This design comes from an exercise in tuning for small area, a short achievable clock period and few clock cycles on the open sky130 flow, not from production work. RTL that was checked went through simulation tests only; none was proved equivalent to the original. No functional check of the RTL was part of runs 1, 5 and 6. No activity file was given, so power comes from the tool's default toggle rates.

## design/flow/run.sh

```bash
#!/bin/bash
# synth_recipe.tcl (not shown) runs the flow's synth.tcl, then flattens the netlist and writes it again
# the make line also repeats each setting of config.mk as NAME=value (left out here)
make -C /OpenROAD-flow-scripts/flow DESIGN_CONFIG=/design/flow/config.mk WORK_HOME=/design/flow/orfs CLKGATE_MAP_FILE= SYNTH_SCRIPT=/design/flow/synth_recipe.tcl finish
```

## design/flow/config.mk

```make
export PLATFORM = sky130hd
export DESIGN_NAME = alu_unit
export DESIGN_NICKNAME = alu_unit
export VERILOG_FILES = /design/flow/design.v
export SDC_FILE = /design/flow/constraint.sdc
export NUM_CORES = 4
export LEC_CHECK = 0
export CAP_MARGIN = 20
export CORE_MARGIN = 2
export CORE_UTILIZATION = 40
export SETUP_SLACK_MARGIN = 3.3
export SLEW_MARGIN = 20
export TNS_END_PERCENT = 5
```

## design/flow/constraint.sdc

```tcl
create_clock -name core_clock -period 6.0 [get_ports {clk}]
set_input_delay 1.2000 -clock core_clock [delete_from_list [all_inputs] [get_ports {clk}]]
set_output_delay 1.2000 -clock core_clock [all_outputs]
set_load 0.01 [all_outputs]
```

## design/flow/design.v

```verilog
`timescale 1ns/1ns
package alu_pkg;
	localparam int word_width = 32;
	typedef enum logic [3:0] {
		op_add  = 4'd0,
		op_sub  = 4'd1,
		op_and  = 4'd2,
		op_or   = 4'd3,
		op_not  = 4'd4,
		op_neg  = 4'd5,
		op_shr  = 4'd6,
		op_shra = 4'd7,
		op_shl  = 4'd8,
		op_ror  = 4'd9,
		op_rol  = 4'd10,
		op_mul  = 4'd11
	} alu_op_t;
endpackage
`timescale 1ns/1ns
module alu_shifting (
	input  logic [31:0] a,
	input  logic [4:0]  s,
	input  logic [4:0]  k,
	input  logic        big,
	input  logic        left,
	input  logic        shift,
	input  logic        arith,
	output logic [31:0] c
);
	logic        fill;
	logic [31:0] rot;
	logic [31:0] th;
	logic [31:0] keep;
	assign fill = arith & a[31];
	always_comb begin
		rot = a;
		if (k[0]) rot = {rot[0],    rot[31:1]};
		if (k[1]) rot = {rot[1:0],  rot[31:2]};
		if (k[2]) rot = {rot[3:0],  rot[31:4]};
		if (k[3]) rot = {rot[7:0],  rot[31:8]};
		if (k[4]) rot = {rot[15:0], rot[31:16]};
	end
	always_comb begin
		for (int i = 0; i < 32; i++)
			th[i] = (5'(i) >= s);
	end
	always_comb begin
		if (!shift)
			keep = '1;
		else if (big)
			keep = '0;
		else if (left)
			keep = th;
		else
			for (int i = 0; i < 32; i++)
				keep[i] = th[31 - i];
	end
	assign c = (rot & keep) | ({32{fill}} & ~keep);
endmodule
`timescale 1ns/1ns
module alu_cla_adder #(
	parameter int W = 40
) (
	input  logic [W-1:0] a,
	input  logic [W-1:0] b,
	input  logic         cin,
	output logic [W-1:0] sum
);
	assign sum = a + b + {{(W-1){1'b0}}, cin};
endmodule
`timescale 1ns/1ns
module alu_booth_step (
	input  logic [31:0] m,
	input  logic [3:0]  one,
	input  logic [3:0]  two,
	input  logic [3:0]  neg,
	input  logic [32:0] s_in,
	input  logic [32:0] c_in,
	output logic [32:0] s_out,
	output logic [32:0] c_out,
	output logic [7:0]  s_lo,
	output logic [7:0]  c_lo
);
	logic [32:0]      mx;
	logic [32:0]      m2x;
	logic [3:0][32:0] r;
	logic [40:0]      a0, a1, a2, a3, sx, cx;
	logic [40:0]      s1, c1, s2, c2, s3, c3, s4, c4;
	assign mx  = {m[31], m};
	assign m2x = {m, 1'b0};
	always_comb begin
		for (int i = 0; i < 4; i++)
			r[i] = (({33{one[i]}} & mx) | ({33{two[i]}} & m2x)) ^ {33{neg[i]}};
	end
	assign a0 = {8'd0, ~r[0][32], r[0][31:0]} | (41'd170 << 32);
	assign a1 = {6'd0, ~r[1][32], r[1][31:0], 2'd0};
	assign a2 = {4'd0, ~r[2][32], r[2][31:0], 4'd0};
	assign a3 = {2'd0, ~r[3][32], r[3][31:0], 6'd0};
	assign sx = {8'd0, s_in};
	assign cx = {8'd0, c_in};
	assign s1 = a0 ^ a1 ^ a2;
	assign c1 = {((a0 & a1) | (a0 & a2) | (a1 & a2)), 1'b0};
	assign s2 = a3 ^ sx ^ cx;
	assign c2 = {((a3 & sx) | (a3 & cx) | (sx & cx)), 1'b0};
	assign s3 = s1 ^ c1 ^ s2;
	assign c3 = {((s1 & c1) | (s1 & s2) | (c1 & s2)), 1'b0};
	assign s4 = s3 ^ c3 ^ c2;
	assign c4 = {((s3 & c3) | (s3 & c2) | (c3 & c2)), 1'b0};
	assign s_lo  = s4[7:0];
	assign c_lo  = c4[7:0];
	assign s_out = s4[40:8];
	assign c_out = c4[40:8];
endmodule
module alu_booth_enc (
	input  logic [7:0] b,
	input  logic       bm1,
	output logic [3:0] one,
	output logic [3:0] two,
	output logic [3:0] neg
);
	logic [8:0] bb;
	assign bb = {b, bm1};
	always_comb begin
		for (int i = 0; i < 4; i++) begin
			one[i] = bb[2*i+1] ^ bb[2*i];
			two[i] = (bb[2*i+2] & ~bb[2*i+1] & ~bb[2*i]) |
				(~bb[2*i+2] & bb[2*i+1] & bb[2*i]);
			neg[i] = bb[2*i+2];
		end
	end
endmodule
`timescale 1ns/1ns
module alu_result_stage (
	input  logic        f_sum,
	input  logic        f_and,
	input  logic        f_or,
	input  logic        f_not,
	input  logic        f_sh,
	input  logic [31:0] y,
	input  logic [31:0] b,
	input  logic [31:0] sum,
	input  logic [31:0] shift_c,
	output logic [31:0] result
);
	assign result = ({32{f_sum}} & sum) |
		({32{f_and}} & (y & b)) |
		({32{f_or}} & (y | b)) |
		({32{f_not}} & ~b) |
		({32{f_sh}} & shift_c);
endmodule
`timescale 1ns/1ns
import alu_pkg::*;
module alu_unit (
	input  logic                           clk,
	input  logic                           rst,
	input  logic [alu_pkg::word_width-1:0] bus_in,
	input  logic                           y_load,
	input  alu_pkg::alu_op_t               op,
	input  logic                           op_valid,
	output logic [alu_pkg::word_width-1:0] z_hi,
	output logic [alu_pkg::word_width-1:0] z_lo,
	output logic                           done,
	output logic                           busy
);
	logic        accept;
	logic        acc_mul;
	logic        is_sub;
	logic        is_left;
	logic [31:0] b_r;
	logic        yl_r;
	logic [31:0] a_r;
	logic        f_sub, cin_r;
	logic        f_sq, f_sum, f_and, f_or, f_not, f_sh;
	logic        f_left, f_shift, f_arith, f_big;
	logic [4:0]  f_k;
	logic        vn;
	logic        m1, ph2, ph3, ph4, ph5;
	logic [31:0] y;
	logic [31:0] b_raw;
	logic [31:0] y_next;
	logic        s32;
	logic [32:0] cs;
	logic [7:0]  sl, cl;
	logic        k;
	logic [3:0]  e_one, e_two, e_neg;
	logic [3:0]  n_one, n_two, n_neg;
	logic [3:0]  i_one, i_two, i_neg;
	logic        step;
	logic        step_more;
	logic [31:0] src;
	logic [32:0] negs;
	logic [32:0] st_s_in, st_c_in;
	logic [32:0] st_s, st_c;
	logic [7:0]  st_sl, st_cl;
	logic [8:0]  lo_sum;
	logic [7:0]  lo_byte;
	logic [39:0] add_a, add_b, add_sum;
	logic [31:0] shift_c;
	logic [31:0] result;
	assign accept  = op_valid & ~busy;
	assign acc_mul = accept & (op == op_mul);
	assign is_sub  = (op == op_sub) | (op == op_neg);
	assign is_left = (op == op_shl) | (op == op_rol);
	always_ff @(posedge clk) begin
		if (rst) begin
			yl_r <= 1'b0;
			vn   <= 1'b0;
			m1   <= 1'b0;
			ph2  <= 1'b0;
			ph3  <= 1'b0;
			ph4  <= 1'b0;
			ph5  <= 1'b0;
			busy <= 1'b0;
			done <= 1'b0;
		end else begin
			yl_r <= y_load & ~busy;
			vn   <= accept & (op != op_mul);
			m1   <= acc_mul;
			ph2  <= m1;
			ph3  <= ph2;
			ph4  <= ph3;
			ph5  <= ph4;
			busy <= acc_mul | m1 | ph2 | ph3;
			done <= vn | ph5;
		end
	end
	always_ff @(posedge clk) begin
		if (rst || ph4)
			b_r <= '0;
		else if (!busy)
			b_r <= bus_in ^ {32{is_sub}};
		if (step)
			a_r <= st_s[31:0];
		else
			a_r <= y_next & {32{(op == op_add) | (op == op_sub)}};
		f_sub   <= is_sub;
		cin_r   <= ph4 ? lo_sum[8] : (accept & is_sub);
		f_sq    <= accept & is_sub;
		f_sum   <= accept & ((op == op_add) | is_sub);
		f_and   <= accept & (op == op_and);
		f_or    <= accept & (op == op_or);
		f_not   <= accept & (op == op_not);
		f_sh    <= accept & (op >= op_shr) & (op <= op_rol);
		f_left  <= is_left;
		f_shift <= (op == op_shr) | (op == op_shra) | (op == op_shl);
		f_arith <= (op == op_shra);
		f_big   <= |bus_in[31:5];
		f_k     <= is_left ? (5'd0 - bus_in[4:0]) : bus_in[4:0];
	end
	assign b_raw  = b_r ^ {32{f_sub}};
	assign y_next = yl_r ? b_raw : y;
	always_ff @(posedge clk) begin
		if (rst)
			y <= '0;
		else if (busy && y_load)
			y <= bus_in;
		else
			y <= y_next;
	end
	assign step      = m1 | ph2 | ph3 | ph4;
	assign step_more = m1 | ph2 | ph3;
	assign src       = m1 ? y : z_lo;
	alu_booth_enc u_enc_next (
		.b   (src[15:8]),
		.bm1 (src[7]),
		.one (n_one),
		.two (n_two),
		.neg (n_neg)
	);
	alu_booth_enc u_enc_first (
		.b   (y_next[7:0]),
		.bm1 (1'b0),
		.one (i_one),
		.two (i_two),
		.neg (i_neg)
	);
	always_ff @(posedge clk) begin
		if (step_more) begin
			e_one <= n_one;
			e_two <= n_two;
			e_neg <= n_neg;
		end else begin
			e_one <= i_one;
			e_two <= i_two;
			e_neg <= i_neg;
		end
	end
	always_comb begin
		negs = '0;
		for (int j = 0; j < 16; j++)
			negs[2*j] = y[2*j+1];
	end
	assign st_s_in = {s32, a_r};
	assign st_c_in = cs | (negs & {33{m1}});
	alu_booth_step u_step (
		.m     (b_r),
		.one   (e_one),
		.two   (e_two),
		.neg   (e_neg),
		.s_in  (st_s_in),
		.c_in  (st_c_in),
		.s_out (st_s),
		.c_out (st_c),
		.s_lo  (st_sl),
		.c_lo  (st_cl)
	);
	assign lo_sum = {1'b0, sl} + {1'b0, cl} + {8'd0, k};
	always_ff @(posedge clk) begin
		cs  <= step ? st_c : '0;
		sl  <= st_sl;
		cl  <= st_cl;
		s32 <= step ? st_s[32] : 1'b1;
		k   <= step & ~m1 & lo_sum[8];
	end
	assign add_a = {a_r, sl & {8{ph5}}};
	assign add_b = {b_r | cs[31:0], (cl & {8{ph5}}) | {8{f_sq}}};
	alu_cla_adder #(.W(40)) u_adder (
		.a   (add_a),
		.b   (add_b),
		.cin (cin_r),
		.sum (add_sum)
	);
	alu_shifting u_shifter (
		.a     (y),
		.s     (b_r[4:0]),
		.k     (f_k),
		.big   (f_big),
		.left  (f_left),
		.shift (f_shift),
		.arith (f_arith),
		.c     (shift_c)
	);
	alu_result_stage u_result (
		.f_sum   (f_sum),
		.f_and   (f_and),
		.f_or    (f_or),
		.f_not   (f_not),
		.f_sh    (f_sh),
		.y       (y),
		.b       (b_r),
		.sum     (add_sum[39:8]),
		.shift_c (shift_c),
		.result  (result)
	);
	assign lo_byte = ph5 ? add_sum[7:0] : lo_sum[7:0];
	always_ff @(posedge clk) begin
		z_hi <= add_sum[39:8] & {32{ph5}};
		z_lo <= result | ({lo_byte, src[31:8]} & {32{step | ph5}});
	end
endmodule
```

==> flow_summary.json, run 1 <==
{
  "portBuffers": 105,
  "finalSetupViolCount": 0,
  "antenna_found_initial": 0,
  "multi_input_area_um2": 15280,
  "hold_viol_final": 0,
  "clock_latency_ns": 0.61,
  "synth_most_common_cell": "dfxtp_1",
  "synth_area_leaders": "dfxtp_1 (23%), fa_1 (12%), xnor2_1 (8.2%)",
  "syn_area_um2": 21410,
  "powerDensity_nw_per_um2": 293.5,
  "critPathRequiredTime_ns": 6.48,
  "cts_max_level": 1,
  "firstDrtPassIters": 6,
  "overflow": 0,
  "synth_top_area_cell": "dfxtp_1",
  "wl_met3_mm": 10.48,
  "cp-end-kind": "register",
  "drive_gt1_share_pct": 14.10,
  "synth_ff_type": "dfxtp_1",
  "slowest_stage": "dfxtp_2",
  "dpl_worst_slack_ns": 2.335,
  "area_delta_synth_final_pct": 17.93,
  "wl_met1_mm": 36.19,
  "reg2reg_depth": 10,
  "synthTopCellsByCount": "dfxtp_1 (246), nand2_1 (234), a21oi_1 (207)",
  "finalPower_mw": 7.410,
  "vias": 20490,
  "num_rows": 84,
  "maxCapViolCount": 0,
  "hp-class": "reg -> reg",
  "diodes": 0,
  "wire_per_inst_um": 27.80,
  "drv_slew": 0,
  "grt_pass1_vias": 19181,
  "nets": 2848,
  "crit_path_max_fanout": 13,
  "cts_buffers": 29,
  "dp_hpwl_mm": 65.19,
  "drc": 0,
  "fin_area_um2": 25250,
  "gp_congestion": 1.092,
  "critPathTopFamily": "compound AO/OA/AOI/OAI gates",
  "max-slew-margin-rel_pct": 24.73,
  "path_cells": "or2_2 > ha_1 > a21o_1 > a21oi_1 > o21bai_1 > a211oi_2 > buf_4 > o21ai_2 > nor4b_1 > or3_1",
  "ys_ff_latch": 246,
  "die_h_um": 235.3,
  "hold_end": "done",
  "worst-path-buf-inv": 1,
  "place_area_um2": 22820,
  "syn_inst": 2613,
  "path_class": "reg -> reg",
  "hp-start": "vn",
  "syn_avg_cell_area_um2": 8.193,
  "hold_ws_ns": 0.4397,
  "synth-edff-count": 0,
  "grt_max_degree": 70,
  "r2r_start": "b_r[17]",
  "fmax_ghz": 0.3168,
  "cts_hold_buffers": 0,
  "critPathLaunchType": "register",
  "peakVddDrop_uv": 241.3,
  "root_buffer": "clkbuf_16",
  "synth.distinct_cells": 69,
  "num-fill-cells": 5059,
  "cts.reportedPaths.clkPinSlew_ns": 0.07,
  "clock-sinks": 246,
  "io-pin-count": 106,
  "tightest_slew_ns": 1.129,
  "r2r_end": "z_lo[28]",
  "async_reset_ff_share_pct": 0,
  "p_leak_nw": 10.13,
  "initial_core_util_pct": 40.58,
  "yosysSeqAreaShare_pct": 23.00,
  "skew_ns": 0.02635,
  "yosys_warnings": 4,
  "slowest_delay_ns": 0.47,
  "clock_path_buffers": 3,
  "die_area_um2": 55390,
  "syn_nets": 2843,
  "coreArea_um2": 52760,
  "die_x_um": 235.3,
  "drtIter0Drc": 2833,
  "finalCritPeriodShare_pct": 52.60,
  "outcome": "finished clean",
  "grt_pass1_wl_mm": 132.1,
  "drt-vias-per-instance": 6.159,
  "grt_use_total_pct": 32.22,
  "met2_length_mm": 38.99,
  "fin_ws_ns": 2.844,
  "routed.top_layer": "met4",
  "yosysTopAreaCellShare_pct": 23.00,
  "fin_tns_setup_ns": 0,
  "crit_arrival_ns": 3.63,
  "finalCriticalPeriod_ns": 3.156,
  "hold_depth": 2,
  "regArea_um2": 5034,
  "rsz0062_at_grt": "true",
  "cts_tree": "done",
  "finalWirelength_mm": 92.48,
  "ant_nets": 0,
  "reg2reg_slack_ns": 2.84
}
==> worst max-delay path by stage <==
stage	depth (start not counted)	slack [ns]	from	to
floorplan	15	2.90	ph5	z_lo[26]
global placement	4	2.37	op[1]	a_r[18]
detailed placement	4	2.34	op[1]	a_r[2]
CTS	14	2.87	ph5	z_lo[18]
global route	14	2.81	ph5	z_lo[18]
finish	10	2.84	b_r[17]	z_lo[28]
==> layer usage <==
layer	track usage [%]	up-vias
met2	48.66	1374
met3	7.552	306
met4	19.03	0
met5	0	-
met1	42.02	9882
li1	-	8928
==> stage by stage <==
stage          cells  utilization, %
2_1_floorplan   2613               -
3_3_place_gp    3226           43.24
3_5_place_dp    3226           43.24
4_1_cts         3313           47.18
5_1_grt         3327           47.85
6_report        3327           47.85
==> cell usage in the layout, fill, tap and decap left out, drive strengths merged, types with 6 or more instances in the layout <==
cell type      synthesis  routed
a211o                  6       6
a211oi                11      11
a21o                  39      39
a21oi                207     207
a221o                 25      25
a221oi                 6       6
a22oi                127     127
a31oi                 15      15
and2                  69      69
buf                   50      88
bufbuf                 0       7
bufinv                 0       6
clkbuf               176      35
clkdlybuf4s50          0     105
clkinv                 3       8
dfxtp                246     246
fa                   124     124
ha                    66      66
inv                  197     198
mux2                  32      32
mux2i                 76      76
mux4                  34      34
nand2                234     234
nand2b                 8       8
nand3                 24      24
nand4                 14      14
nor2                 165     165
nor2b                 32      32
nor3                  29      29
nor4                  11      11
o211ai                 8       8
o21a                   9       9
o21ai                219     219
o21bai                 7       7
or2                   34      34
or3                    8       8
xnor2                200     200
xor2                  45      45
==> final cells by class <==
| cell class | count | area share (%) |
|---|---|---|
| multi-input cells | 1941 | 60.53 |
| flip-flops and latches | 246 | 19.94 |
| repair buffers | 200 | 8.906 |
| well taps | 688 | 3.410 |
| clock buffers | 35 | 3.162 |
| inverters | 200 | 2.984 |
| clock inverters | 17 | 1.071 |
==> worst reg2reg max path, cell delays in order, from the launching register on <==
cell and delay [ns]:
dfxtp_2 0.47, or2_2 0.39, ha_1 0.41, a21o_1 0.28, a21oi_1 0.38, o21bai_1 0.13, a211oi_2 0.21, buf_4 0.18
o21ai_2 0.08, nor4b_1 0.16, or3_1 0.35
==> where the power goes <==
group          internal (mW)  switching [mW]  leakage [nW]  total, mW
logic                   1.39            1.90          7.59       3.29
registers               1.78           0.327          2.04       2.11
clock network           1.21           0.803         0.510       2.01
total                   4.38            3.03          10.1       7.41
==> registers in the layout (all words and copies together), names as in the netlist, 4 cells and up <==
name	cells
e_two	4
z_hi	32
z_lo	32
a_r	32
e_one	4
f_k	5
b_r	32
y	32
e_neg	4
cl	6
cs	32
sl	8
==> logic make-up after synthesis <==
group / after synthesis / share of synthesized area [%]
compound gates: 716 / 20.69
simple gates: 648 / 14.10
buf+inv: 426 / 7.849
flops: 246 / 23.00
xor+xnor: 245 / 10.02
fa+ha+maj: 190 / 15.45
mux: 142 / 8.884
==> repair_timing <==
action | CTS | global route
setup endpoints to repair | 154 | 185
gates cloned | 9 | 0
setup buffers | 26 | 14
gates resized for setup | 143 | 50
pin swaps | 25 | 10
==> run 2, diff against run 1 <==
--- a/design/flow/design.v
+++ b/design/flow/design.v
@@ -63,10 +63,9 @@
 ) (
 	input  logic [W-1:0] a,
 	input  logic [W-1:0] b,
-	input  logic         cin,
 	output logic [W-1:0] sum
 );
-	assign sum = a + b + {{(W-1){1'b0}}, cin};
+	assign sum = a + b;
 endmodule
 `timescale 1ns/1ns
 module alu_booth_step (
@@ -170,7 +169,7 @@
 	logic        yl_r;
 	logic [31:0] a_r;
 	logic        f_sub, cin_r;
-	logic        f_sq, f_sum, f_and, f_or, f_not, f_sh;
+	logic        f_sum, f_and, f_or, f_not, f_sh;
 	logic        f_left, f_shift, f_arith, f_big;
 	logic [4:0]  f_k;
 	logic        vn;
@@ -225,7 +224,7 @@
 		end
 	end
 	always_ff @(posedge clk) begin
-		if (rst || ph4)
+		if (ph4)
 			b_r <= '0;
 		else if (!busy)
 			b_r <= bus_in ^ {32{is_sub}};
@@ -235,7 +234,6 @@
 			a_r <= y_next & {32{(op == op_add) | (op == op_sub)}};
 		f_sub   <= is_sub;
 		cin_r   <= ph4 ? lo_sum[8] : (accept & is_sub);
-		f_sq    <= accept & is_sub;
 		f_sum   <= accept & ((op == op_add) | is_sub);
 		f_and   <= accept & (op == op_and);
 		f_or    <= accept & (op == op_or);
@@ -306,18 +304,25 @@
 	);
 	assign lo_sum = {1'b0, sl} + {1'b0, cl} + {8'd0, k};
 	always_ff @(posedge clk) begin
-		cs  <= step ? st_c : '0;
-		sl  <= st_sl;
-		cl  <= st_cl;
-		s32 <= step ? st_s[32] : 1'b1;
-		k   <= step & ~m1 & lo_sum[8];
+		if (step) begin
+			s32 <= st_s[32];
+			cs  <= st_c;
+			sl  <= st_sl;
+			cl  <= st_cl;
+			k   <= lo_sum[8];
+		end else begin
+			s32 <= 1'b1;
+			cs  <= '0;
+			sl  <= {8{accept & is_sub}};
+			cl  <= '0;
+			k   <= 1'b0;
+		end
 	end
-	assign add_a = {a_r, sl & {8{ph5}}};
-	assign add_b = {b_r | cs[31:0], (cl & {8{ph5}}) | {8{f_sq}}};
+	assign add_a = {a_r, sl};
+	assign add_b = {b_r | cs[31:0], cl[7:1], cin_r};
 	alu_cla_adder #(.W(40)) u_adder (
 		.a   (add_a),
 		.b   (add_b),
-		.cin (cin_r),
 		.sum (add_sum)
 	);
 	alu_shifting u_shifter (
==> design/flow/flow/run.sh (new file) <==
#!/bin/bash
# The standard layout (the standard.sh: the same ORFS synthesis script,
# floorplan, placement, CTS and routing) with two changes:
#  - the full and half adder cells are kept off the cell list, so synthesis
#    leaves adders as plain gates for abc to map (faster carry-save tree than
#    the slow fa/ha cells; the registers are the same);
#  - the port buffers that placement inserts are buf_1 cells instead of the
#    delay buffer the resizer picks by default.
# make's full output goes to flow_make.log; ORFS keeps each tool's log under
# orfs/logs/.
set -euo pipefail
export DONT_USE_CELLS="sky130_fd_sc_hd__fa_1 sky130_fd_sc_hd__fa_2 sky130_fd_sc_hd__fa_4 sky130_fd_sc_hd__ha_1 sky130_fd_sc_hd__ha_2 sky130_fd_sc_hd__ha_4"
export BUFFER_PORTS_ARGS="-buffer_cell sky130_fd_sc_hd__buf_1"
bash standard.sh > flow_make.log 2>&1
==> design/flow/standard.sh (new file) <==
#!/bin/bash
# synth_recipe.tcl (not shown) runs the flow's synth.tcl, then flattens the netlist and writes it again
# the make line also repeats each setting of config.mk as NAME=value (left out here)
make -C /OpenROAD-flow-scripts/flow DESIGN_CONFIG=/design/flow/config.mk WORK_HOME=/design/flow/orfs CLKGATE_MAP_FILE= SYNTH_SCRIPT=/design/flow/synth_recipe.tcl "${@:-finish}"
--- a/design/flow/config.mk
+++ b/design/flow/config.mk
@@ -8,6 +8,6 @@
 export CAP_MARGIN = 20
 export CORE_MARGIN = 2
 export CORE_UTILIZATION = 40
-export SETUP_SLACK_MARGIN = 3.3
+export SETUP_SLACK_MARGIN = 3.6
 export SLEW_MARGIN = 20
 export TNS_END_PERCENT = 5
removed: design/flow/run.sh
==> run 2 against run 1 <==
  * Sequential share of layout area increased by 0.35 points
  * Critical path type unchanged
  * Worst setup slack got worse by 0.045 ns
  * Cell count decreased by 0.54%
  * Combinational power increased by 41%
  * Critical path depth decreased by 1
  * Synthesized cell count decreased by 2.0%
  * Wire length increased by 1.9%
  * Clock skew increased by 0.014 ns
==> flow_summary.json, run 2 <==
{
  "outcome": "finished clean",
  "num-fill-cells": 5094,
  "multi_input_area_um2": 15300,
  "yosys_warnings": 4,
  "finalSetupViolCount": 0,
  "overflow": 0,
  "async_reset_ff_share_pct": 0,
  "die_h_um": 233.4,
  "finalWirelength_mm": 94.22,
  "fmax_ghz": 0.3123,
  "coreArea_um2": 52240,
  "skew_ns": 0.04069,
  "r2r_start": "m1",
  "synth.distinct_cells": 76,
  "synthTopCellsByCount": "dfxtp_1 (245), a21oi_1 (224), nand2_1 (205)",
  "grt_pass1_vias": 19605,
  "cts_max_level": 1,
  "die_x_um": 233.4,
  "clock_path_buffers": 3,
  "synth_most_common_cell": "dfxtp_1",
  "powerDensity_nw_per_um2": 349.1,
  "fin_area_um2": 24660,
  "cts_tree": "done",
  "synth_area_leaders": "dfxtp_1 (23%), fa_1 (12%), xnor2_1 (7.9%)",
  "reg2reg_slack_ns": 2.80,
  "syn_inst": 2560,
  "finalCriticalPeriod_ns": 3.202,
  "critPathLaunchType": "register",
  "gp_congestion": 1.016,
  "initial_core_util_pct": 40.29,
  "wire_per_inst_um": 28.47,
  "cts_buffers": 31,
  "final_util_pct": 47.21,
  "syn_avg_cell_area_um2": 8.220,
  "syn_area_um2": 21040,
  "vias": 20434,
  "grt_use_total_pct": 34.14,
  "clock_latency_ns": 0.64,
  "area_delta_synth_final_pct": 17.18,
  "peakVddDrop_uv": 233.5,
  "grt_pass1_wl_mm": 135.4,
  "finalCritPeriodShare_pct": 53.36,
  "ant_nets": 0,
  "clock-sinks": 245,
  "syn_nets": 2784,
  "regArea_um2": 5002,
  "reg2reg_depth": 9,
  "hold_viol_final": 0,
  "slowest_delay_ns": 0.88,
  "hold_depth": 2,
  "synth_top_area_cell": "dfxtp_1",
  "yosysSeqAreaShare_pct": 23.31,
  "firstDrtPassIters": 6,
  "hp-start": "vn",
  "synth_ff_type": "dfxtp_1",
  "worst-path-buf-inv": 2,
  "portBuffers": 105,
  "drive_gt1_share_pct": 16.88,
  "num_rows": 84,
  "crit_arrival_ns": 3.69,
  "path_class": "reg -> reg",
  "hp-class": "reg -> reg",
  "drv_slew": 0,
  "mostFrequentLayoutCells": "a21oi_1 (213), dfxtp_1 (205), nand2_1 (202)",
  "antenna_found_initial": 10,
  "grt_max_degree": 66,
  "yosysTopAreaCellShare_pct": 23.31,
  "maxCapViolCount": 0,
  "path_common_cell": "o31ai_1",
  "r2r_end": "z_lo[28]",
  "cts.reportedPaths.clkPinSlew_ns": 0.06,
  "p_leak_nw": 9.921,
  "cp-end-kind": "register",
  "dp_hpwl_mm": 66.61,
  "final_cell_count_no_fill": 3309,
  "fin_tns_setup_ns": 0,
  "hold_end": "done",
  "drtIter0Drc": 2757,
  "finalPower_mw": 8.608,
  "drc": 0,
  "ys_ff_latch": 245,
  "root_buffer": "clkbuf_16",
  "die_area_um2": 54460,
  "rsz0062_at_grt": "true",
  "critPathRequiredTime_ns": 6.48,
  "nets": 2821,
  "final_common_cell": "a21oi_1",
  "path_cells": "nor3_2 > buf_4 > nand2b_2 > inv_2 > nor3_1 > o31ai_1 > nand2_1 > a21oi_1 > o31ai_1",
  "drt-vias-per-instance": 6.175,
  "io-pin-count": 106,
  "max-slew-margin-rel_pct": 15.97,
  "synth-edff-count": 0,
  "slowest_stage": "o31ai_1",
  "crit_path_max_fanout": 24,
  "place_inst": 3190,
  "critPathTopFamily": "compound AO/OA/AOI/OAI gates",
  "place_area_um2": 22050,
  "tightest_slew_ns": 1.247
}
## run 2: cell types whose count changed after synthesis, sizes merged, moves of 8 or more
cell	change
nand2	-28
a221o	-8
nor2b	+36
and2	-40
a21oi	+18
a31oi	+10
xnor2	-9
o21ai	-20
## run 2: tightest hold or removal path, cell delays in order (launching register included)
cell and delay (ns):
dfxtp_1 0.31, nor2_1 0.03, nor2_1 0.06
## run 2: power by group
group / internal (mW) / switching, mW / leakage, nW
sequential: 1.77 / 0.272 / 2.03
combinational: 1.93 / 2.72 / 7.40
clock: 1.08 / 0.826 / 0.497
total: 4.79 / 3.82 / 9.92
## run 2: cells by family after synthesis
kind of cell | share of synthesized area [%]
mux | 8.996
buf+inv | 7.676
fa+ha+maj | 15.29
flops | 23.31
simple gates | 13.15
xor+xnor | 10.07
compound gates | 21.51
## run 2: how the worst max path moves through the flow
| stage | from | to | slack, ns | cells after the start |
|---|---|---|---|---|
| global route | b_r[0] | z_lo[31] | 2.76 | 13 |
| floorplan | b_r[1] | z_lo[27] | 3.03 | 14 |
| CTS | b_r[0] | z_lo[31] | 2.88 | 13 |
| finish | m1 | z_lo[28] | 2.80 | 9 |
| global placement | e_one[2] | a_r[17] | 2.35 | 10 |
| detailed placement | e_one[2] | a_r[19] | 2.34 | 10 |
## run 2: metal layers
metal	track usage, %	share of wire [%]	vias to the layer above
met2	51.36	42	1359
li1	-	-	8819
met1	42.38	37	9806
met3	9.131	11	436
met5	0	0.11	-
met4	23.89	9.1	14
## run 2: repair_timing
| action | 4_1_cts | 5_1_grt |
|---|---|---|
| hold buffers | 0 | 0 |
| endpoints found under the hold margin | 0 | 0 |
| resized for setup | 150 | 79 |
| setup buffers | 39 | 17 |
| setup endpoints to repair | 148 | 148 |
| cloned | 6 | 0 |
| pin swaps | 37 | 20 |
## run 2: per-stage QoR
stage / hold WS (ns) / setup slack (ns)
2_1_floorplan: 0.4114 / 3.032
5_1_grt: 0.4536 / 2.757
3_3_place_gp: 0.4210 / 2.346
6_report: 0.4358 / 2.798
3_5_place_dp: 0.4271 / 2.336
4_1_cts: 0.4415 / 2.884
## run 2: final cells by class
type | count | share of cell area, %
repair buffers | 225 | 6.982
flip-flops and latches | 245 | 20.29
diodes | 2 | 0.02030
well taps | 688 | 3.491
clock inverters | 14 | 0.5835
inverters | 204 | 3.136
clock buffers | 41 | 3.461
multi-input cells | 1890 | 62.04
Testbench counts of run 2, summed over its fixed seeds: cycles 6,522.
==> run 3, diff against run 2 <==
--- a/design/flow/design.v
+++ b/design/flow/design.v
@@ -63,9 +63,10 @@
 ) (
 	input  logic [W-1:0] a,
 	input  logic [W-1:0] b,
+	input  logic         cin,
 	output logic [W-1:0] sum
 );
-	assign sum = a + b;
+	assign sum = a + b + {{(W-1){1'b0}}, cin};
 endmodule
 `timescale 1ns/1ns
 module alu_booth_step (
@@ -167,9 +168,8 @@
 	logic        is_left;
 	logic [31:0] b_r;
 	logic        yl_r;
-	logic [31:0] a_r;
 	logic        f_sub, cin_r;
-	logic        f_sum, f_and, f_or, f_not, f_sh;
+	logic        f_sq, f_ya, f_sum, f_and, f_or, f_not, f_sh;
 	logic        f_left, f_shift, f_arith, f_big;
 	logic [4:0]  f_k;
 	logic        vn;
@@ -228,12 +228,10 @@
 			b_r <= '0;
 		else if (!busy)
 			b_r <= bus_in ^ {32{is_sub}};
-		if (step)
-			a_r <= st_s[31:0];
-		else
-			a_r <= y_next & {32{(op == op_add) | (op == op_sub)}};
 		f_sub   <= is_sub;
 		cin_r   <= ph4 ? lo_sum[8] : (accept & is_sub);
+		f_sq    <= accept & is_sub;
+		f_ya    <= accept & ((op == op_add) | (op == op_sub));
 		f_sum   <= accept & ((op == op_add) | is_sub);
 		f_and   <= accept & (op == op_and);
 		f_or    <= accept & (op == op_or);
@@ -288,7 +286,7 @@
 		for (int j = 0; j < 16; j++)
 			negs[2*j] = y[2*j+1];
 	end
-	assign st_s_in = {s32, a_r};
+	assign st_s_in = {s32, z_hi & {32{~m1}}};
 	assign st_c_in = cs | (negs & {33{m1}});
 	alu_booth_step u_step (
 		.m     (b_r),
@@ -313,16 +311,17 @@
 		end else begin
 			s32 <= 1'b1;
 			cs  <= '0;
-			sl  <= {8{accept & is_sub}};
+			sl  <= '0;
 			cl  <= '0;
 			k   <= 1'b0;
 		end
 	end
-	assign add_a = {a_r, sl};
-	assign add_b = {b_r | cs[31:0], cl[7:1], cin_r};
+	assign add_a = {(y & {32{f_ya}}) | (z_hi & {32{ph5}}), sl};
+	assign add_b = {b_r | cs[31:0], cl | {8{f_sq}}};
 	alu_cla_adder #(.W(40)) u_adder (
 		.a   (add_a),
 		.b   (add_b),
+		.cin (cin_r),
 		.sum (add_sum)
 	);
 	alu_shifting u_shifter (
@@ -349,7 +348,7 @@
 	);
 	assign lo_byte = ph5 ? add_sum[7:0] : lo_sum[7:0];
 	always_ff @(posedge clk) begin
-		z_hi <= add_sum[39:8] & {32{ph5}};
+		z_hi <= (st_s[31:0] & {32{step}}) | (add_sum[39:8] & {32{ph5}});
 		z_lo <= result | ({lo_byte, src[31:8]} & {32{step | ph5}});
 	end
 endmodule
==> run 3 against run 2 <==
  * Worst hold slack better by 0.044 ns
  * Highest routed layer is now met4
  * Clock power is 13% lower
  * Critical endpoint is now z_hi[29]
  * Sequential power is 8% lower
  * Global-route usage is 1.5 points lower
  * Flip-flop and latch count is 30 lower
  * Largest cell class unchanged
==> flow_summary.json, run 3 <==
{
  "outcome": "finished clean",
  "crit_path_max_fanout": 18,
  "synth_area_leaders": "dfxtp_1 (21%), fa_1 (12%), xnor2_1 (8.6%)",
  "root_buffer": "clkbuf_16",
  "finalWirelength_mm": 91.73,
  "cts_hold_buffers": 0,
  "drtIter0Drc": 2377,
  "hp-class": "reg -> reg",
  "grt_max_degree": 69,
  "cts.reportedPaths.clkPinSlew_ns": 0.06,
  "muxShareOfSynthArea_pct": 9.312,
  "grt_pass1_wl_mm": 129.8,
  "die_h_um": 231.6,
  "wire_per_inst_um": 28.80,
  "drive_gt1_share_pct": 20.60,
  "synth_ff_type": "dfxtp_1",
  "syn_area_um2": 20720,
  "critPathLaunchType": "register",
  "place_area_um2": 21540,
  "crit_arrival_ns": 3.40,
  "path_class": "reg -> reg",
  "hold_end": "ph4",
  "mostFrequentLayoutCells": "nor2_1 (221), a21oi_1 (218), xnor2_1 (186)",
  "finalSetupViolCount": 0,
  "cts_tree": "done",
  "num-fill-cells": 4963,
  "drt-vias-per-instance": 6.341,
  "nets": 2716,
  "maxCapViolCount": 0,
  "vias": 20196,
  "clock_latency_ns": 0.58,
  "dpl_worst_slack_ns": 2.276,
  "clock_path_buffers": 3,
  "seq_power_share_pct": 23.2,
  "ant_nets": 0,
  "final_common_cell": "nor2_1",
  "cp-end-kind": "register",
  "initial_core_util_pct": 40.39,
  "drv_slew": 0,
  "hold_depth": 1,
  "clock-sinks": 215,
  "finalPower_mw": 8.081,
  "final_cell_count_no_fill": 3185,
  "finalCriticalPeriod_ns": 2.953,
  "die_x_um": 231.6,
  "coreArea_um2": 51300,
  "grt_pass1_vias": 19192,
  "rsz0062_at_grt": "true",
  "synth-simple-area-share_pct": 13.62,
  "syn_nets": 2695,
  "swShare_pct": 43.50,
  "reg2reg_slack_ns": 3.05,
  "reg2reg_depth": 12,
  "dp_hpwl_mm": 62.10,
  "cts_buffers": 27,
  "die_area_um2": 53640,
  "gp_congestion": 1.038,
  "power_switching_mw": 3.515,
  "internal_power_mw": 4.566,
  "critPathRequiredTime_ns": 6.45,
  "ys_ff_latch": 215,
  "yosys_warnings": 4,
  "syn_inst": 2465,
  "synth_fa_ha_area_share_pct": 15.97,
  "fmax_ghz": 0.3387,
  "tightest_slew_ns": 0.9933,
  "cts_max_level": 1,
  "yosysSeqAreaShare_pct": 20.77,
  "hp-start": "ph3",
  "async_reset_ff_share_pct": 0,
  "synth_top_family_by_area": "compound AO/OA/AOI/OAI gates",
  "overflow": 0,
  "pwr-share-clk_pct": 20.6,
  "synth_xor_area_share_pct": 10.23,
  "powerDensity_nw_per_um2": 326.9,
  "r2r_start": "f_ya",
  "synth_compound_area_share_pct": 23.76,
  "skew_ns": 0.01698,
  "yosysTopAreaCellShare_pct": 20.77,
  "crit_path_start": "f_ya",
  "diodes": 0,
  "antenna_found_initial": 0,
  "hold_viol_final": 0,
  "fin_tns_setup_ns": 0,
  "synth_most_common_cell": "a21oi_1",
  "fin_area_um2": 24720,
  "synth-edff-count": 0,
  "r2r_end": "z_hi[29]",
  "num_rows": 83,
  "pwr-share-comb_pct": 56.3,
  "grt_use_total_pct": 32.64,
  "syn_avg_cell_area_um2": 8.406,
  "fin_ws_ns": 3.047,
  "firstDrtPassIters": 6,
  "synth.distinct_cells": 79,
  "max-slew-margin-rel_pct": 33.78,
  "synth_top_area_cell": "dfxtp_1",
  "synthTopCellsByCount": "a21oi_1 (234), nor2_1 (226), dfxtp_1 (215)",
  "drc": 0,
  "p_leak_nw": 9.548,
  "peakVddDrop_uv": 222.8,
  "place_inst": 3047,
  "portBuffers": 105,
  "io-pin-count": 106,
  "area_delta_synth_final_pct": 19.32,
  "finalCritPeriodShare_pct": 49.21
}
## run 3: what timing repair did
item	CTS	global route
endpoints found under the setup margin	181	165
gates resized for setup	234	56
pin swaps	64	70
gates cloned	2	7
buffers inserted	70	11
## run 3: metal layers
| metal | GRT usage (%) | vias up | wire, um |
|---|---|---|---|
| li1 | - | 8733 | - |
| met1 | 43.12 | 9937 | 36000 |
| met2 | 49.65 | 1252 | 39460 |
| met3 | 6.078 | 274 | 9811 |
| met4 | 19.31 | 0 | 6463 |
| met5 | 0 | - | 0 |
## run 3: worst max-delay path by stage
stage | to | cells past startpoint
detailed placement | z_lo[27] | 11
global route | z_hi[29] | 11
CTS | z_hi[20] | 8
finish | z_hi[29] | 12
global placement | z_lo[27] | 11
floorplan | z_lo[22] | 13
## run 3: cells by family after synthesis
group           after synthesis
compound gates              745
xor+xnor                    242
fa+ha+maj                   190
buf+inv                     334
flops                       215
mux                         148
simple gates                591
## run 3: area by class of cell
cell class / count / area [um^2] / share of cell area (%)
Multi-Input combinational cell: 1916 / 16150 / 65.33
Sequential cell: 215 / 4469 / 18.08
Timing Repair Buffer: 246 / 2068 / 8.366
Tap cell: 680 / 850.8 / 3.441
Clock buffer: 39 / 800.8 / 3.239
Inverter: 80 / 305.3 / 1.235
Clock inverter: 9 / 77.57 / 0.3138
## run 3: power groups by stage
stage	sequential (mW)	clock (mW)	combinational, mW
after floorplan	1.67	0	2.82
after global placement	1.93	0	3.91
after detailed placement	1.93	0	4.01
after CTS	1.83	1.67	4.34
after global routing	1.86	1.72	4.89
final	1.87	1.66	4.55
## run 3: critical path, cell delays in order, from the launching register on
cell      delay, ns
dfxtp_4        0.39
buf_12         0.16
a22o_1         0.26
ha_4           0.32
nand4_1        0.19
or2_1          0.35
buf_4          0.16
nor2_1         0.12
o31a_1         0.19
o21ai_2        0.10
a311oi_2       0.35
buf_4          0.17
o21ai_1        0.05
## run 3: through the flow
stage	util [%]	hold WS, ns
after floorplan	-	0.4114
after global placement	41.99	0.4651
after detailed placement	41.99	0.4730
after CTS	47.15	0.4797
after global routing	48.19	0.4997
final	48.19	0.4803
Testbench counts of run 3, summed over its fixed seeds: cycles 6,522.
==> run 4, diff against run 3 <==
==> design/flow/flow/run.sh (replaced) <==
#!/bin/bash
# The standard layout (the standard.sh: the same ORFS synthesis script,
# floorplan, placement, CTS and routing) with two changes:
#  - the full and half adder cells are put on the don't-use list (added to
#    config.mk, ahead of the platform's own list), so synthesis leaves adders
#    as plain gates for abc to map: a faster carry-save tree than the slow
#    fa/ha cells give, with the same registers;
#  - the port buffers that placement inserts are buf_1 cells instead of the
#    delay buffer the resizer picks by default.
# make's full output goes to flow_make.log; ORFS keeps each tool's log under
# orfs/logs/.
set -euo pipefail
printf '\nexport DONT_USE_CELLS = sky130_fd_sc_hd__fa_1 sky130_fd_sc_hd__fa_2 sky130_fd_sc_hd__fa_4 sky130_fd_sc_hd__ha_1 sky130_fd_sc_hd__ha_2 sky130_fd_sc_hd__ha_4\n' >> config.mk
export BUFFER_PORTS_ARGS="-buffer_cell sky130_fd_sc_hd__buf_1"
bash standard.sh > flow_make.log 2>&1
--- a/design/flow/config.mk
+++ b/design/flow/config.mk
@@ -11,3 +11,5 @@
 export SETUP_SLACK_MARGIN = 3.6
 export SLEW_MARGIN = 20
 export TNS_END_PERCENT = 5
+
+export DONT_USE_CELLS = sky130_fd_sc_hd__fa_1 sky130_fd_sc_hd__fa_2 sky130_fd_sc_hd__fa_4 sky130_fd_sc_hd__ha_1 sky130_fd_sc_hd__ha_2 sky130_fd_sc_hd__ha_4
==> run 4 against run 3 <==
  * Synthesized cell count increased by 18%
  * Highest routed layer unchanged
  * Worst hold slack got worse by 0.0025 ns
  * Global-route usage decreased by 1.3 points
==> flow_summary.json, run 4 <==
{
  "outcome": "finished clean",
  "async_reset_ff_share_pct": 0,
  "hp-class": "reg -> reg",
  "final_cell_count_no_fill": 3622,
  "firstDrtPassIters": 6,
  "yosysSeqAreaShare_pct": 19.78,
  "finalCritPeriodShare_pct": 52.81,
  "fin_ws_ns": 2.832,
  "antenna_found_initial": 1,
  "die_x_um": 237.2,
  "num_rows": 85,
  "drt-vias-per-instance": 6.174,
  "clock_latency_ns": 0.56,
  "grt_use_total_pct": 31.29,
  "grt_pass1_wl_mm": 133.8,
  "path_cells": "a31o_4 > a211oi_4 > o31ai_4 > buf_6 > maj3_2 > o32a_4 > maj3_2 > a21oi_2 > o32ai_2 > xnor2_2 > a22o_1 > a211o_1",
  "root_buffer": "clkbuf_16",
  "drc": 0,
  "synth.distinct_cells": 83,
  "area_delta_synth_final_pct": 14.13,
  "final_common_cell": "xnor2_1",
  "cp-end-kind": "register",
  "syn_area_um2": 21760,
  "finalCriticalPeriod_ns": 3.168,
  "wire_per_inst_um": 25.20,
  "synth_compound_area_share_pct": 25.15,
  "synth_top_family_by_area": "compound AO/OA/AOI/OAI gates",
  "slowest_delay_ns": 0.37,
  "vias": 22362,
  "dpl_worst_slack_ns": 1.949,
  "yosysTopAreaCellShare_pct": 19.78,
  "mostFrequentLayoutCells": "xnor2_1 (430), nor2_1 (363), a21oi_1 (277)",
  "cts_tree": "done",
  "coreArea_um2": 53810,
  "crit_path_max_fanout": 8,
  "dp_hpwl_mm": 63.73,
  "synth_top_area_cell": "dfxtp_1",
  "synthTopCellsByCount": "xnor2_1 (448), nor2_1 (373), a21oi_1 (281)",
  "place_inst": 3494,
  "finalSetupViolCount": 0,
  "gp_congestion": 0.9961,
  "die_area_um2": 56270,
  "nets": 2947,
  "slowest_stage": "dfxtp_4",
  "hold_viol_final": 0,
  "muxShareOfSynthArea_pct": 7.701,
  "cts_buffers": 27,
  "yosys_warnings": 4,
  "crit_arrival_ns": 3.62,
  "die_h_um": 237.2,
  "cts_max_level": 1,
  "path_common_cell": "maj3_2",
  "cts_hold_buffers": 0,
  "synth_xor_area_share_pct": 22.46,
  "rsz0062_at_grt": "true",
  "finalWirelength_mm": 91.28,
  "cts.reportedPaths.clkPinSlew_ns": 0.06,
  "initial_core_util_pct": 40.43,
  "portBuffers": 105,
  "synth_area_leaders": "dfxtp_1 (20%), xnor2_1 (18%), a21oi_1 (6.5%)",
  "peakVddDrop_uv": 217.6,
  "tightest_slew_ns": 1.115,
  "ys_ff_latch": 215,
  "powerDensity_nw_per_um2": 358.7,
  "ant_nets": 0,
  "hold_ws_ns": 0.4778,
  "drtIter0Drc": 2375,
  "syn_avg_cell_area_um2": 7.448,
  "io-pin-count": 106,
  "critPathLaunchType": "register",
  "synth-edff-count": 0,
  "drive_gt1_share_pct": 14.32,
  "max-slew-margin-rel_pct": 25.01,
  "maxCapViolCount": 0,
  "synth_ff_type": "dfxtp_1",
  "drv_slew": 0,
  "p_leak_nw": 8.701,
  "grt_pass1_vias": 20775,
  "clock_path_buffers": 3,
  "clock-sinks": 215,
  "syn_nets": 2961,
  "syn_inst": 2921,
  "synth_most_common_cell": "xnor2_1",
  "final_util_pct": 46.14,
  "fmax_ghz": 0.3156,
  "skew_ns": 0.01302,
  "critPathRequiredTime_ns": 6.45,
  "synth-simple-area-share_pct": 14.98,
  "path_class": "reg -> reg",
  "overflow": 0,
  "synth_fa_ha_area_share_pct": 3.842,
  "grt_max_degree": 68,
  "fin_tns_setup_ns": 0
}
run 4: cell count changes in the layout (fill, tap and decap cells not counted), moves of 36 or more:
cell / before / now
a22oi_1: 99 / 141
nand2_1: 115 / 218
a21oi_1: 218 / 277
fa_1: 120 / 0
nor2_1: 221 / 363
o21ai_0: 81 / 184
nor2b_1: 77 / 20
xnor2_1: 186 / 430
xor2_1: 35 / 105
maj3_1: 0 / 75
ha_1: 36 / 0
run 4: path summary, 6_finish.rpt:
check         from  endpoint  slack (ns)  depth (start not counted)
max          sl[0]  z_lo[31]        2.83                         12
min            ph3       ph4        0.48                          1
max reg2reg  sl[0]  z_lo[31]        2.83                         12
min reg2reg    ph3       ph4        0.48                          1
run 4: layout make-up:
cell class              instances  area (um^2)
clock buffers                  34        763.2
diodes                          1        2.502
repair buffers                226         1478
fillers                      5328        28980
multi-input cells            2371        16850
inverters                      66        251.5
well taps                     696        870.8
clock inverters                13        170.2
flip-flops and latches        215         4442
run 4: where the power goes:
group / switching (mW) / leakage [nW] / total, mW / internal (mW)
Clock: 0.708 / 0.460 / 1.77 / 1.06
Sequential: 0.418 / 1.80 / 1.98 / 1.56
Combinational: 2.92 / 6.45 / 5.16 / 2.23
run 4: logic make-up (layout without fill, tap and decap cells):
group           Yosys count  in the layout
compound gates          851            851
simple gates            754            754
xor+xnor                558            558
buf+inv                 335            339
flops                   215            215
mux                     125            125
fa+ha+maj                83             83
other cells               0              1
run 4: worst max-delay path: cells and delay by family, from the launching register on:
family	cells	cell delay (ns)
DFF	1	0.37
buffers and inverters	1	0.14
adders and majority gates	2	0.64
AOI/OAI and AO/OA	8	1.73
xor gates and xnor gates	1	0.17
run 4: what timing repair did:
action | in CTS | in global routing
setup endpoints to repair | 178 | 217
pin swaps | 46 | 34
cloned | 2 | 0
resized for setup | 160 | 34
setup buffers | 60 | 18
run 4: through the flow:
step           power [mW]  instance area (um^2)
4_1_cts             8.843                 24540
5_1_grt             9.404                 24830
2_1_floorplan       5.765                 21900
6_report            8.907                 24830
3_3_place_gp        6.927                 22390
3_5_place_dp        6.998                 22390
run 4: metal layers:
metal  vias to the layer above  track usage, %  share of wire [%]
met2                      1163           49.36                 44
met1                     10760           41.03                 40
met3                       264           6.016                9.8
li1                      10175               -                  -
met4                         0           15.17                5.7
met5                         -               0                  0
==> run 5, diff against run 4 <==
--- a/design/flow/design.v
+++ b/design/flow/design.v
@@ -63,10 +63,9 @@
 ) (
 	input  logic [W-1:0] a,
 	input  logic [W-1:0] b,
-	input  logic         cin,
 	output logic [W-1:0] sum
 );
-	assign sum = a + b + {{(W-1){1'b0}}, cin};
+	assign sum = a + b;
 endmodule
 `timescale 1ns/1ns
 module alu_booth_step (
@@ -169,7 +168,7 @@
 	logic [31:0] b_r;
 	logic        yl_r;
 	logic        f_sub, cin_r;
-	logic        f_sq, f_ya, f_sum, f_and, f_or, f_not, f_sh;
+	logic        f_ya, f_sum, f_and, f_or, f_not, f_sh;
 	logic        f_left, f_shift, f_arith, f_big;
 	logic [4:0]  f_k;
 	logic        vn;
@@ -230,7 +229,6 @@
 			b_r <= bus_in ^ {32{is_sub}};
 		f_sub   <= is_sub;
 		cin_r   <= ph4 ? lo_sum[8] : (accept & is_sub);
-		f_sq    <= accept & is_sub;
 		f_ya    <= accept & ((op == op_add) | (op == op_sub));
 		f_sum   <= accept & ((op == op_add) | is_sub);
 		f_and   <= accept & (op == op_and);
@@ -300,7 +298,7 @@
 		.s_lo  (st_sl),
 		.c_lo  (st_cl)
 	);
-	assign lo_sum = {1'b0, sl} + {1'b0, cl} + {8'd0, k};
+	assign lo_sum = {1'b0, sl} + {1'b0, cl[7:1], k};
 	always_ff @(posedge clk) begin
 		if (step) begin
 			s32 <= st_s[32];
@@ -311,17 +309,16 @@
 		end else begin
 			s32 <= 1'b1;
 			cs  <= '0;
-			sl  <= '0;
+			sl  <= {8{accept & is_sub}};
 			cl  <= '0;
 			k   <= 1'b0;
 		end
 	end
 	assign add_a = {(y & {32{f_ya}}) | (z_hi & {32{ph5}}), sl};
-	assign add_b = {b_r | cs[31:0], cl | {8{f_sq}}};
+	assign add_b = {b_r | cs[31:0], cl[7:1], cin_r};
 	alu_cla_adder #(.W(40)) u_adder (
 		.a   (add_a),
 		.b   (add_b),
-		.cin (cin_r),
 		.sum (add_sum)
 	);
 	alu_shifting u_shifter (
==> run 5 against run 4 <==
  * Sequential share of layout area shrank 0.56 points
  * Total power grew 0.58%
  * Die area is essentially flat
  * Critical path type unchanged
  * Combinational power grew 4%
  * Cell count is essentially flat
  * Largest cell class unchanged
  * Synthesized cell count shrank 1.5%
  * Worst setup slack gained 0.19 ns
==> flow_summary.json, run 5 <==
{
  "slowest_stage": "dfxtp_4",
  "place_inst": 3509,
  "mostFrequentLayoutCells": "xnor2_1 (385), nor2_1 (367), a21oi_1 (254)",
  "tightest_slew_ns": 0.8642,
  "final_common_cell": "xnor2_1",
  "ant_nets": 0,
  "synth_xor_area_share_pct": 21.60,
  "synth_fa_ha_area_share_pct": 3.371,
  "slowest_delay_ns": 0.48,
  "coreArea_um2": 53810,
  "max-slew-margin-rel_pct": 40.74,
  "synth-simple-area-share_pct": 16.20,
  "die_area_um2": 56250,
  "drc": 0,
  "critPathRequiredTime_ns": 6.46,
  "clock_latency_ns": 0.57,
  "firstDrtPassIters": 5,
  "path_cells": "buf_12 > a22oi_2 > buf_4 > xnor2_2 > or2_4 > a2111oi_4 > a211oi_4 > buf_12 > o31ai_4 > a21oi_1 > xor2_2 > a221o_1",
  "grt_pass1_vias": 20606,
  "yosysTopAreaCellShare_pct": 19.70,
  "fmax_ghz": 0.3353,
  "hold_viol_final": 0,
  "finalWirelength_mm": 91.17,
  "cts_buffers": 26,
  "vias": 22294,
  "synth_top_family_by_area": "compound AO/OA/AOI/OAI gates",
  "io-pin-count": 106,
  "clock_path_buffers": 3,
  "grt_max_degree": 66,
  "grt_use_total_pct": 31.39,
  "synth-edff-count": 0,
  "syn_avg_cell_area_um2": 7.559,
  "yosys_warnings": 4,
  "peakVddDrop_uv": 230.7,
  "synth.distinct_cells": 85,
  "die_x_um": 237.2,
  "maxCapViolCount": 0,
  "finalCritPeriodShare_pct": 49.71,
  "muxShareOfSynthArea_pct": 8.429,
  "drt-vias-per-instance": 6.153,
  "worst-path-buf-inv": 3,
  "root_buffer": "clkbuf_16",
  "cts.reportedPaths.clkPinSlew_ns": 0.07,
  "drive_gt1_share_pct": 15.17,
  "portBuffers": 105,
  "cts_max_level": 1,
  "drv_slew": 0,
  "gp_congestion": 1.029,
  "critPathTopFamily": "compound AO/OA/AOI/OAI gates",
  "powerDensity_nw_per_um2": 356.5,
  "path_class": "reg -> reg",
  "yosysSeqAreaShare_pct": 19.70,
  "ys_ff_latch": 214,
  "p_leak_nw": 9.101,
  "async_reset_ff_share_pct": 0,
  "synth_area_leaders": "dfxtp_1 (20%), xnor2_1 (16%), nor2_1 (6.6%)",
  "drtIter0Drc": 2222,
  "fin_tns_setup_ns": 0,
  "final_cell_count_no_fill": 3623,
  "critPathLaunchType": "register",
  "syn_nets": 2917,
  "clock-sinks": 214,
  "grt_pass1_wl_mm": 134.2,
  "syn_area_um2": 21750,
  "syn_inst": 2877,
  "synth_top_area_cell": "dfxtp_1",
  "die_h_um": 237.2,
  "crit_path_max_fanout": 5,
  "hp-class": "reg -> reg",
  "synth_most_common_cell": "xnor2_1",
  "initial_core_util_pct": 40.41,
  "crit_arrival_ns": 3.44,
  "cp-end-kind": "register",
  "finalSetupViolCount": 0,
  "antenna_found_initial": 3,
  "synthTopCellsByCount": "xnor2_1 (407), nor2_1 (380), a21oi_1 (263)",
  "synth_compound_area_share_pct": 25.33,
  "cts_tree": "done",
  "synth_ff_type": "dfxtp_1",
  "wire_per_inst_um": 25.16,
  "outcome": "finished clean",
  "overflow": 0,
  "rsz0062_at_grt": "true",
  "path_common_cell": "buf_12",
  "cts_hold_buffers": 0,
  "finalCriticalPeriod_ns": 2.983,
  "dp_hpwl_mm": 64.59,
  "num_rows": 85,
  "area_delta_synth_final_pct": 15.54,
  "nets": 2947,
  "skew_ns": 0.02006
}
[run 5: report_power, final]
| group | switching, mW | total (mW) | internal [mW] | leakage [nW] |
|---|---|---|---|---|
| sequential | 0.307 | 1.86 | 1.55 | 1.77 |
| combinational | 3.08 | 5.35 | 2.27 | 6.87 |
| clock | 0.689 | 1.75 | 1.06 | 0.454 |
| total | 4.08 | 8.96 | 4.88 | 9.10 |
[run 5: cell type report]
type / count / area, um^2
repair buffers: 244 / 1832
fillers: 5286 / 28690
clock buffers: 38 / 777.0
multi-input cells: 2374 / 16960
inverters: 46 / 178.9
clock inverters: 9 / 147.6
repair inverters: 1 / 5.005
well taps: 696 / 870.8
diodes: 1 / 2.502
flip-flops and latches: 214 / 4353
[run 5: timing repair]
item	in CTS	in global routing
pin swaps	49	26
buffers inserted	52	7
gates resized for setup	136	49
gates cloned	7	0
setup endpoints to repair	172	160
[run 5: logic make-up (layout without fill, tap and decap cells)]
| kind of cell | after synthesis | after routing |
|---|---|---|
| buffers and inverters | 289 | 338 |
| multiplexers | 129 | 129 |
| adder cells (fa/ha/maj) | 73 | 73 |
| flip-flops | 214 | 214 |
| XOR/XNOR | 533 | 533 |
| AO/OA/AOI/OAI | 838 | 838 |
| AND/OR/NAND/NOR | 801 | 801 |
| other | 0 | 1 |
[run 5: path summary, 6_finish.rpt]
| path | startpoint | endpoint | slack [ns] | depth (start not counted) |
|---|---|---|---|---|
| min | b_r[18] | b_r[18] | 0.49 | 2 |
| min reg2reg | b_r[18] | b_r[18] | 0.49 | 2 |
| max reg2reg | f_ya | z_lo[17] | 3.02 | 12 |
| max | f_ya | z_lo[17] | 3.02 | 12 |
[run 5: metrics by stage]
step                util (%)  power (mW)  cell area (um^2)  setup WS, ns  hold slack (ns)
floorplan                  -       5.771             21800         3.291           0.4114
global placement       42.06       6.955             22640         2.026           0.4712
detailed placement     42.06       7.031             22640         1.998           0.4734
CTS                    46.18       8.878             24850         3.087           0.4871
global route           46.69       9.477             25120         2.920           0.4973
finish                 46.69       8.959             25130         3.017           0.4879
[run 5: per-layer routing]
layer,track usage (%),wire [um]
met1,41.53,37860
met2,49.47,40490
met5,0,0
met3,4.645,7312
met4,16.75,5514
[run 5: worst reg2reg max path, cell delays in order, from the launching register on]
cell	delay [ns]
dfxtp_4	0.48
buf_12	0.18
a22oi_2	0.10
buf_4	0.15
xnor2_2	0.15
or2_4	0.28
a2111oi_4	0.33
a211oi_4	0.07
buf_12	0.15
o31ai_4	0.25
a21oi_1	0.15
xor2_2	0.21
a221o_1	0.39
==> run 6, diff against run 5 <==
--- a/design/flow/design.v
+++ b/design/flow/design.v
@@ -167,8 +167,9 @@
 	logic        is_left;
 	logic [31:0] b_r;
 	logic        yl_r;
+	logic [31:0] a_r;
 	logic        f_sub, cin_r;
-	logic        f_ya, f_sum, f_and, f_or, f_not, f_sh;
+	logic        f_sum, f_and, f_or, f_not, f_sh;
 	logic        f_left, f_shift, f_arith, f_big;
 	logic [4:0]  f_k;
 	logic        vn;
@@ -227,9 +228,12 @@
 			b_r <= '0;
 		else if (!busy)
 			b_r <= bus_in ^ {32{is_sub}};
+		if (step)
+			a_r <= st_s[31:0];
+		else
+			a_r <= y_next & {32{(op == op_add) | (op == op_sub)}};
 		f_sub   <= is_sub;
 		cin_r   <= ph4 ? lo_sum[8] : (accept & is_sub);
-		f_ya    <= accept & ((op == op_add) | (op == op_sub));
 		f_sum   <= accept & ((op == op_add) | is_sub);
 		f_and   <= accept & (op == op_and);
 		f_or    <= accept & (op == op_or);
@@ -284,7 +288,7 @@
 		for (int j = 0; j < 16; j++)
 			negs[2*j] = y[2*j+1];
 	end
-	assign st_s_in = {s32, z_hi & {32{~m1}}};
+	assign st_s_in = {s32, a_r};
 	assign st_c_in = cs | (negs & {33{m1}});
 	alu_booth_step u_step (
 		.m     (b_r),
@@ -314,7 +318,7 @@
 			k   <= 1'b0;
 		end
 	end
-	assign add_a = {(y & {32{f_ya}}) | (z_hi & {32{ph5}}), sl};
+	assign add_a = {a_r, sl};
 	assign add_b = {b_r | cs[31:0], cl[7:1], cin_r};
 	alu_cla_adder #(.W(40)) u_adder (
 		.a   (add_a),
@@ -345,7 +349,7 @@
 	);
 	assign lo_byte = ph5 ? add_sum[7:0] : lo_sum[7:0];
 	always_ff @(posedge clk) begin
-		z_hi <= (st_s[31:0] & {32{step}}) | (add_sum[39:8] & {32{ph5}});
+		z_hi <= add_sum[39:8] & {32{ph5}};
 		z_lo <= result | ({lo_byte, src[31:8]} & {32{step | ph5}});
 	end
 endmodule
==> run 6 against run 5 <==
  * Count of clock-buffer cells in the layout shrank 2
  * Via count shrank 2.9%
  * Register-to-register slack gained 0.06 ns
  * Maximum frequency grew 2.1%
  * Cell count shrank 3.0%
  * Global-route usage grew 0.39 points
  * Combinational power shrank 2%
  * Worst hold slack lost 0.051 ns
  * Largest power group unchanged
  * Highest routed layer unchanged
==> flow_summary.json, run 6 <==
{
  "outcome": "finished clean",
  "final_cell_count_no_fill": 3514,
  "root_buffer": "clkbuf_16",
  "synthTopCellsByCount": "xnor2_1 (402), nor2_1 (327), a21oi_1 (257)",
  "grt_pass1_vias": 19883,
  "finalCritPeriodShare_pct": 48.68,
  "ys_ff_latch": 245,
  "wire_per_inst_um": 25.35,
  "drive_gt1_share_pct": 13.98,
  "synth.distinct_cells": 75,
  "vias": 21653,
  "grt_max_degree": 63,
  "area_delta_synth_final_pct": 14.97,
  "finalSetupViolCount": 0,
  "die_area_um2": 54420,
  "mostFrequentLayoutCells": "xnor2_1 (394), nor2_1 (321), a21oi_1 (250)",
  "drt-vias-per-instance": 6.162,
  "synth_ff_type": "dfxtp_1",
  "clock-sinks": 245,
  "yosysTopAreaCellShare_pct": 23.33,
  "p_leak_nw": 8.485,
  "synth_most_common_cell": "xnor2_1",
  "ant_nets": 0,
  "yosysSeqAreaShare_pct": 23.33,
  "cts_max_level": 1,
  "initial_core_util_pct": 40.26,
  "fin_tns_setup_ns": 0,
  "max-slew-margin-rel_pct": 27.15,
  "overflow": 0,
  "syn_avg_cell_area_um2": 7.572,
  "gp_congestion": 0.9942,
  "drc": 0,
  "final_common_cell": "xnor2_1",
  "drv_slew": 0,
  "synth_area_leaders": "dfxtp_1 (23%), xnor2_1 (17%), a21oi_1 (6.1%)",
  "grt_use_total_pct": 31.78,
  "io-pin-count": 106,
  "die_x_um": 233.3,
  "cts_buffers": 31,
  "place_inst": 3388,
  "portBuffers": 105,
  "syn_area_um2": 21030,
  "tightest_slew_ns": 1.091,
  "syn_inst": 2777,
  "coreArea_um2": 52240,
  "nets": 2841,
  "diodes": 0,
  "drtIter0Drc": 2076,
  "finalCriticalPeriod_ns": 2.921,
  "peakVddDrop_uv": 216.1,
  "cp-end-kind": "register",
  "async_reset_ff_share_pct": 0,
  "clock_path_buffers": 3,
  "synth-edff-count": 0,
  "hp-class": "reg -> reg",
  "skew_ns": 0.04653,
  "maxCapViolCount": 0,
  "firstDrtPassIters": 6,
  "powerDensity_nw_per_um2": 390.4,
  "crit_path_max_fanout": 4,
  "cts.reportedPaths.clkPinSlew_ns": 0.06,
  "yosys_warnings": 4,
  "clock_latency_ns": 0.63,
  "num-fill-cells": 5150,
  "path_class": "reg -> reg",
  "num_rows": 84,
  "syn_nets": 2817,
  "die_h_um": 233.3,
  "crit_arrival_ns": 3.40,
  "synth_top_area_cell": "dfxtp_1",
  "dp_hpwl_mm": 63.27,
  "rsz0062_at_grt": "true",
  "critPathLaunchType": "register",
  "grt_pass1_wl_mm": 130.0,
  "antenna_found_initial": 0,
  "hold_viol_final": 0,
  "critPathRequiredTime_ns": 6.48,
  "finalWirelength_mm": 89.08,
  "cts_tree": "done",
  "fmax_ghz": 0.3423
}
-- run 6: cell types whose count changed after synthesis, sizes merged, moves of 19 or more --
cell | before | now
nand2b | 29 | 10
mux2i | 56 | 79
o21ai | 203 | 226
nor2 | 380 | 328
a22oi | 158 | 128
a22o | 20 | 0
buf | 74 | 50
nand2 | 218 | 246
dfxtp | 214 | 245
a211oi | 36 | 8
and2 | 11 | 35
o22ai | 2 | 34
-- run 6: routing by layer --
metal	global-route usage, %	up-vias	routed length [um]
met4	14.47	0	4959
met1	41.07	10459	35670
met3	5.298	256	8230
met2	51.70	1154	40220
li1	-	9784	-
met5	0	-	0
-- run 6: timing repair --
action,CTS,global route
setup buffers,53,15
gates resized for setup,151,70
hold buffers,0,0
setup endpoints to repair,162,196
pin swaps,36,26
-- run 6: cell families (layout without fill, tap and decap cells) --
group | after synthesis | after routing | synth area share, %
xor+xnor | 508 | 508 | 21.16
simple gates | 753 | 753 | 15.48
fa+ha+maj | 76 | 76 | 3.636
compound gates | 809 | 809 | 23.50
mux | 131 | 131 | 8.259
buf+inv | 255 | 304 | 4.647
flops | 245 | 245 | 23.32
-- run 6: worst paths after layout --
path | start | endpoint | slack, ns | cells after the start
hold / removal | vn | done | 0.44 | 2
setup reg to reg | b_r[6] | z_lo[29] | 3.08 | 11
setup / recovery | b_r[6] | z_lo[29] | 3.08 | 11
hold reg to reg | vn | done | 0.44 | 2
-- run 6: through the flow --
| stage | setup WS, ns | total power [mW] | area [um^2] | utilization (%) | hold WS, ns |
|---|---|---|---|---|---|
| floorplan | 3.320 | 6.012 | 21080 | - | 0.4114 |
| global placement | 2.322 | 7.002 | 21760 | 41.66 | 0.4276 |
| detailed placement | 2.213 | 7.089 | 21760 | 41.66 | 0.4254 |
| CTS | 3.168 | 9.263 | 23790 | 45.54 | 0.4384 |
| global route | 3.005 | 9.984 | 24180 | 46.28 | 0.4541 |
| finish | 3.079 | 9.438 | 24180 | 46.28 | 0.4369 |
-- run 6: critical path, cell delays in order (launching register included) --
cell      delay (ns)
dfxtp_4         0.37
nor3_4          0.23
a21oi_2         0.07
maj3_2          0.32
o2111a_2        0.29
o31ai_4         0.27
nand3_2         0.14
a21o_1          0.26
a21o_1          0.25
a21oi_2         0.15
xor2_1          0.11
a221o_1         0.31
-- run 6: final cells by class --
class | count | area (um^2) | share of cell area (%)
clock buffer | 36 | 834.6 | 3.452
clock inverter | 22 | 269.0 | 1.113
inverter | 36 | 138.9 | 0.5745
multi-input combinational | 2277 | 15660 | 64.76
sequential | 245 | 5081 | 21.02
tap | 688 | 860.8 | 3.561
timing repair buffer | 210 | 1335 | 5.522
-- run 6: report_power, final --
| group | internal, mW | leakage, nW | total (mW) | switching (mW) |
|---|---|---|---|---|
| sequential | 1.77 | 2.04 | 2.13 | 0.363 |
| combinational | 2.31 | 5.91 | 5.23 | 2.92 |
| clock | 1.22 | 0.534 | 2.07 | 0.856 |

[what the ideal ports hide]
How much do the figures lean on ideal ports? The routed layouts below were timed once more, with nothing changed but the port constraints. Step 1: set_driving_cell puts a clkbuf_16 on clk and a buf_2 on each other input, an assumption about the parent block. Step 2 moves the port delays by t, midway between the first and last clock arrival at a register: inputs arrive t later, outputs are due t later. That takes back most of the time a late clock gives input paths. a / b / c = no drivers / after step 1 / after step 2; a / b = the first two.
run	t (ns)	setup WS [ns]	hold WS [ns]	worst slew at a driven data input, ns	cell pins on the clock port's net
run 1	0.653	2.844 / 2.844 / 2.514	0.440 / 0.440 / 0.440	0.04	1
run 2	0.679	2.798 / 2.798 / 2.798	0.436 / 0.436 / 0.436	0.05	1
run 3	0.633	3.047 / 3.047 / 2.736	0.480 / 0.480 / 0.480	0.05	1
run 4	0.615	2.832 / 2.832 / 2.832	0.478 / 0.478 / 0.478	0.04	1
run 5	0.621	3.017 / 3.017 / 2.999	0.488 / 0.488 / 0.488	0.08	1
run 6	0.663	3.079 / 3.079 / 2.950	0.437 / 0.437 / 0.437	0.05	1
After both steps setup and hold are still met in every run listed. For run 1, which loses most, drivers alone change the setup slack by 0.000 ns; drivers and shift together by -0.330 ns.
